This is an optimization exercise on Yosys and OpenROAD, whose aim is small area, a short achievable clock period and few clock cycles per item, not a production implementation.
The RTL was checked by simulation tests, not by an equivalence proof against the original design.
No activity file was given, so power comes from the tool's default toggle rates.

Design fpu_top, start of the top module:
module fpu_top (
    input  logic            clk,
    input  logic            rst,
    input  logic            in_valid,
    output logic            in_ready,
    input  logic [31:0]     op_a,
    input  logic [31:0]     op_b,
    input  logic [1:0]      op,
    output logic            out_valid,
    input  logic            out_ready,
    output logic [31:0]     result,
    output logic [3:0]      flags
);
    localparam logic [1:0] SP_NONE = 2'd0;
    localparam logic [1:0] SP_NAN  = 2'd1;
    localparam logic [1:0] SP_INF  = 2'd2;
    localparam logic [1:0] SP_ZERO = 2'd3;
    logic v1, v2, ov, kv;
    logic ir, ovn;                
    logic go;
    assign go        = !kv;       
    assign in_ready  = ir;
    assign out_valid = !ovn;
    logic [31:0] r1_a, r1_b;
    logic [1:0]  r1_op;
    logic [11:0] bd_one, bd_two, bd_neg, r1_one, r1_two, r1_neg;
    fp_booth_enc u_benc (.f (op_b[22:0]), .one (bd_one), .two (bd_two), .neg (bd_neg));
    always_ff @(posedge clk) begin
        if (rst)     v1 <= 1'b0;
        else if (go) v1 <= in_valid;
    end
    always_ff @(posedge clk) begin
        if (go) begin
            r1_a  <= op_a;
            r1_b  <= op_b;
            r1_op <= op;
  ...
Size: roughly 3300 cells after synthesis, ~110 I/O pins, roughly 35000 sq um of cells after synthesis.
export LEC_CHECK = 0
export CAP_MARGIN = 20
export CORE_MARGIN = 2
export CORE_UTILIZATION = 45
export PLACE_DENSITY = 0.6
export SLEW_MARGIN = 20
create_clock -name core_clock -period 13.0 [get_ports {clk}]
standard.sh (not shown) runs the stock make flow with config.mk's settings and CLKGATE_MAP_FILE= SYNTH_SCRIPT=/design/flow/synth_recipe.tcl, a recipe that flattens the netlist after the stock synthesis.
==> flow/flow/run.sh <==
#!/bin/bash
# Standard layout with these changes:
#  - after the standard synthesis, flow/fixinv.py removes inverters between
#    full-adder cells (a full adder is self-dual, so a cell can work on
#    complemented inputs and give complemented outputs); registers and all
#    other cells are untouched;
#  - timing repair aims below the clock period: repair_timing works until
#    every path has SETUP_SLACK_MARGIN ns to spare;
#  - every input and output port still gets a buffer, a buf_2 rather than
#    the slow clkdlybuf4s50 delay cell that buffer_ports picks by default.
set -euo pipefail
M=8.8
R=orfs/results/sky130hd/fpu_top/base
bash standard.sh SETUP_SLACK_MARGIN=$M synth > synth.log 2>&1
cp $R/1_2_yosys.v synth_netlist_orig.log
python3 flow/fixinv.py synth_netlist_orig.log $R/1_2_yosys.v > fixinv.log 2>&1
touch $R/1_2_yosys.v
bash standard.sh SETUP_SLACK_MARGIN=$M "BUFFER_PORTS_ARGS=-buffer_cell sky130_fd_sc_hd__buf_2" CTS_CLUSTER_SIZE=22 CTS_CLUSTER_DIAMETER=120 finish > flow.log 2>&1
Other scripts of this flow, unchanged in this note and not shown: flow/flow/fixinv.py
Testbench counts at the start, summed over its fixed seeds: cycles 16,040, items 16,000.
Next try:
--- a/flow/flow/run.sh
+++ b/flow/flow/run.sh
@@ -9,3 +9,5 @@
 #  - every input and output port still gets a buffer, a buf_2 rather than
-#    the slow clkdlybuf4s50 delay cell that buffer_ports picks by default.
+#    the slow clkdlybuf4s50 delay cell that buffer_ports picks by default;
+#  - clock tree sink clusters of up to 22 flip-flops (fewer leaf buffers);
+#  - placement density 0.72 (shorter wires).
 set -euo pipefail
@@ -17,2 +19,2 @@
 touch $R/1_2_yosys.v
-bash standard.sh SETUP_SLACK_MARGIN=$M "BUFFER_PORTS_ARGS=-buffer_cell sky130_fd_sc_hd__buf_2" CTS_CLUSTER_SIZE=22 CTS_CLUSTER_DIAMETER=120 finish > flow.log 2>&1
+bash standard.sh SETUP_SLACK_MARGIN=$M "BUFFER_PORTS_ARGS=-buffer_cell sky130_fd_sc_hd__buf_2" CTS_CLUSTER_SIZE=22 CTS_CLUSTER_DIAMETER=120 PLACE_DENSITY=0.72 finish > flow.log 2>&1
After rerunning: Synthesized area is unchanged. Sequential power stays flat. Die area does not change. Wire length came out lower by 10%. Final cell count came out lower by 0.36%. Total power came out lower by 0.89%. Hold slack hardly moves. Critical path depth came out lower by 3. Combinational power came out lower by about 2%. Global-route usage came out lower by 2.8 points.
Next try:
--- a/flow/flow/run.sh
+++ b/flow/flow/run.sh
@@ -10,4 +10,3 @@
 #    the slow clkdlybuf4s50 delay cell that buffer_ports picks by default;
-#  - clock tree sink clusters of up to 22 flip-flops (fewer leaf buffers);
-#  - placement density 0.72 (shorter wires).
+#  - clock tree sink clusters of up to 22 flip-flops (fewer leaf buffers).
 set -euo pipefail
@@ -19,2 +18,2 @@
 touch $R/1_2_yosys.v
-bash standard.sh SETUP_SLACK_MARGIN=$M "BUFFER_PORTS_ARGS=-buffer_cell sky130_fd_sc_hd__buf_2" CTS_CLUSTER_SIZE=22 CTS_CLUSTER_DIAMETER=120 PLACE_DENSITY=0.72 finish > flow.log 2>&1
+bash standard.sh SETUP_SLACK_MARGIN=$M "BUFFER_PORTS_ARGS=-buffer_cell sky130_fd_sc_hd__buf_2" CTS_CLUSTER_SIZE=22 CTS_CLUSTER_DIAMETER=120 finish > flow.log 2>&1
Effect: Clock-buffer cell count increases by 2. Hold slack stays flat. Cell count increases by 0.36%. Setup slack degrades by 0.033 ns. Area after synthesis stays the same. Sequential share of layout area decreases by 0.27 points. Routed wire length increases by 11%. Cell area increases by 0.94%. Global-route usage increases by 2.8 points.
Next try:
--- a/flow/flow/run.sh
+++ b/flow/flow/run.sh
@@ -18,2 +18,2 @@
 touch $R/1_2_yosys.v
-bash standard.sh SETUP_SLACK_MARGIN=$M "BUFFER_PORTS_ARGS=-buffer_cell sky130_fd_sc_hd__buf_2" CTS_CLUSTER_SIZE=22 CTS_CLUSTER_DIAMETER=120 finish > flow.log 2>&1
+bash standard.sh SETUP_SLACK_MARGIN=$M "BUFFER_PORTS_ARGS=-buffer_cell sky130_fd_sc_hd__buf_2" CTS_CLUSTER_SIZE=22 CTS_CLUSTER_DIAMETER=120 PLACE_DENSITY=0.72 finish > flow.log 2>&1
Combinational power is lower by about 2%.
Design area is lower by 0.93%.
Total power is lower by 0.89%.
Via count is lower by about 1.5%.
Routed wire length is lower by 10%.
Sequential power barely changes.
First-iteration DRC count is higher by 5.6%.
Global-route usage is lower by 2.8 points.
Setup slack is better by 0.033 ns.
Area after synthesis stays the same.
Synthesized cell count does not change.
Next try:
--- a/flow/flow/run.sh
+++ b/flow/flow/run.sh
@@ -1,3 +1,3 @@
 #!/bin/bash
-# Standard layout with these changes:
+# Standard layout with two changes:
 #  - after the standard synthesis, flow/fixinv.py removes inverters between
@@ -9,4 +9,3 @@
 #  - every input and output port still gets a buffer, a buf_2 rather than
-#    the slow clkdlybuf4s50 delay cell that buffer_ports picks by default;
-#  - clock tree sink clusters of up to 22 flip-flops (fewer leaf buffers).
+#    the slow clkdlybuf4s50 delay cell that buffer_ports picks by default.
 set -euo pipefail
@@ -18,2 +17,2 @@
 touch $R/1_2_yosys.v
-bash standard.sh SETUP_SLACK_MARGIN=$M "BUFFER_PORTS_ARGS=-buffer_cell sky130_fd_sc_hd__buf_2" CTS_CLUSTER_SIZE=22 CTS_CLUSTER_DIAMETER=120 PLACE_DENSITY=0.72 finish > flow.log 2>&1
+bash standard.sh SETUP_SLACK_MARGIN=$M "BUFFER_PORTS_ARGS=-buffer_cell sky130_fd_sc_hd__buf_2" CTS_CLUSTER_SIZE=30 CTS_CLUSTER_DIAMETER=150 finish > flow.log 2>&1
The changed run went through all stages and came out clean.
Design area goes up by 0.59%.
Die area stays the same.
Combinational power goes up by about 2%.
Core utilization goes up by 0.29 points.
Critical path depth goes up by 3.
Routed wire length goes up by 12%.
Clock power goes down by 13%.
First-iteration DRC count goes down by 1.5%.
Sequential power stays flat.
Register-to-register slack barely changes.
Next try:
--- a/flow/flow/run.sh
+++ b/flow/flow/run.sh
@@ -1,3 +1,3 @@
 #!/bin/bash
-# Standard layout with two changes:
+# Standard layout with these changes:
 #  - after the standard synthesis, flow/fixinv.py removes inverters between
@@ -9,5 +9,7 @@
 #  - every input and output port still gets a buffer, a buf_2 rather than
-#    the slow clkdlybuf4s50 delay cell that buffer_ports picks by default.
+#    the slow clkdlybuf4s50 delay cell that buffer_ports picks by default;
+#  - clock tree sink clusters of up to 22 flip-flops (fewer leaf buffers);
+#  - placement density 0.72 (shorter wires).
 set -euo pipefail
-M=8.8
+M=8.9
 R=orfs/results/sky130hd/fpu_top/base
@@ -17,2 +19,2 @@
 touch $R/1_2_yosys.v
-bash standard.sh SETUP_SLACK_MARGIN=$M "BUFFER_PORTS_ARGS=-buffer_cell sky130_fd_sc_hd__buf_2" CTS_CLUSTER_SIZE=30 CTS_CLUSTER_DIAMETER=150 finish > flow.log 2>&1
+bash standard.sh SETUP_SLACK_MARGIN=$M "BUFFER_PORTS_ARGS=-buffer_cell sky130_fd_sc_hd__buf_2" CTS_CLUSTER_SIZE=22 CTS_CLUSTER_DIAMETER=120 PLACE_DENSITY=0.72 finish > flow.log 2>&1
After rerunning:
- via count is lower by a few percent
- worst setup slack is better by 0.026 ns
- sequential share of layout area barely changes
- worst hold slack gets worse by 0.0056 ns

[re-timing with driven ports]
In the flow no input, the clock included, has a driving cell. The finished layouts below were timed again as built, in two steps.
Step 1: set_driving_cell puts a clkbuf_16 on clk and a buf_2 on each other input, an assumption about the parent block.
Step 2 moves the port delays by t, midway between the first and last clock arrival at a register: inputs arrive t later, outputs are due t later. That takes back most of the time a late clock gives input paths.
a / b / c = ideal / step 1 / step 2; a / b = the first two.
run | t, ns | setup WS [ns] | slew at the worst register clock pin (ns)
the first run | 0.667 | 8.760 / 8.760 / 8.755 | 0.10 / 0.10
the second run | 0.663 | 8.793 / 8.793 / 8.621 | 0.11 / 0.11
the third run | 0.667 | 8.760 / 8.760 / 8.755 | 0.10 / 0.10
the fourth run | 0.663 | 8.793 / 8.793 / 8.621 | 0.11 / 0.11
the fifth run | 0.650 | 8.792 / 8.792 / 8.575 | 0.12 / 0.12
the sixth run | 0.654 | 8.818 / 8.818 / 8.613 | 0.10 / 0.10
After both steps setup and hold are still met in every run listed. The setup slack of the fifth run, which loses most, moves by 0.000 ns with the drivers and by -0.217 ns with both steps.
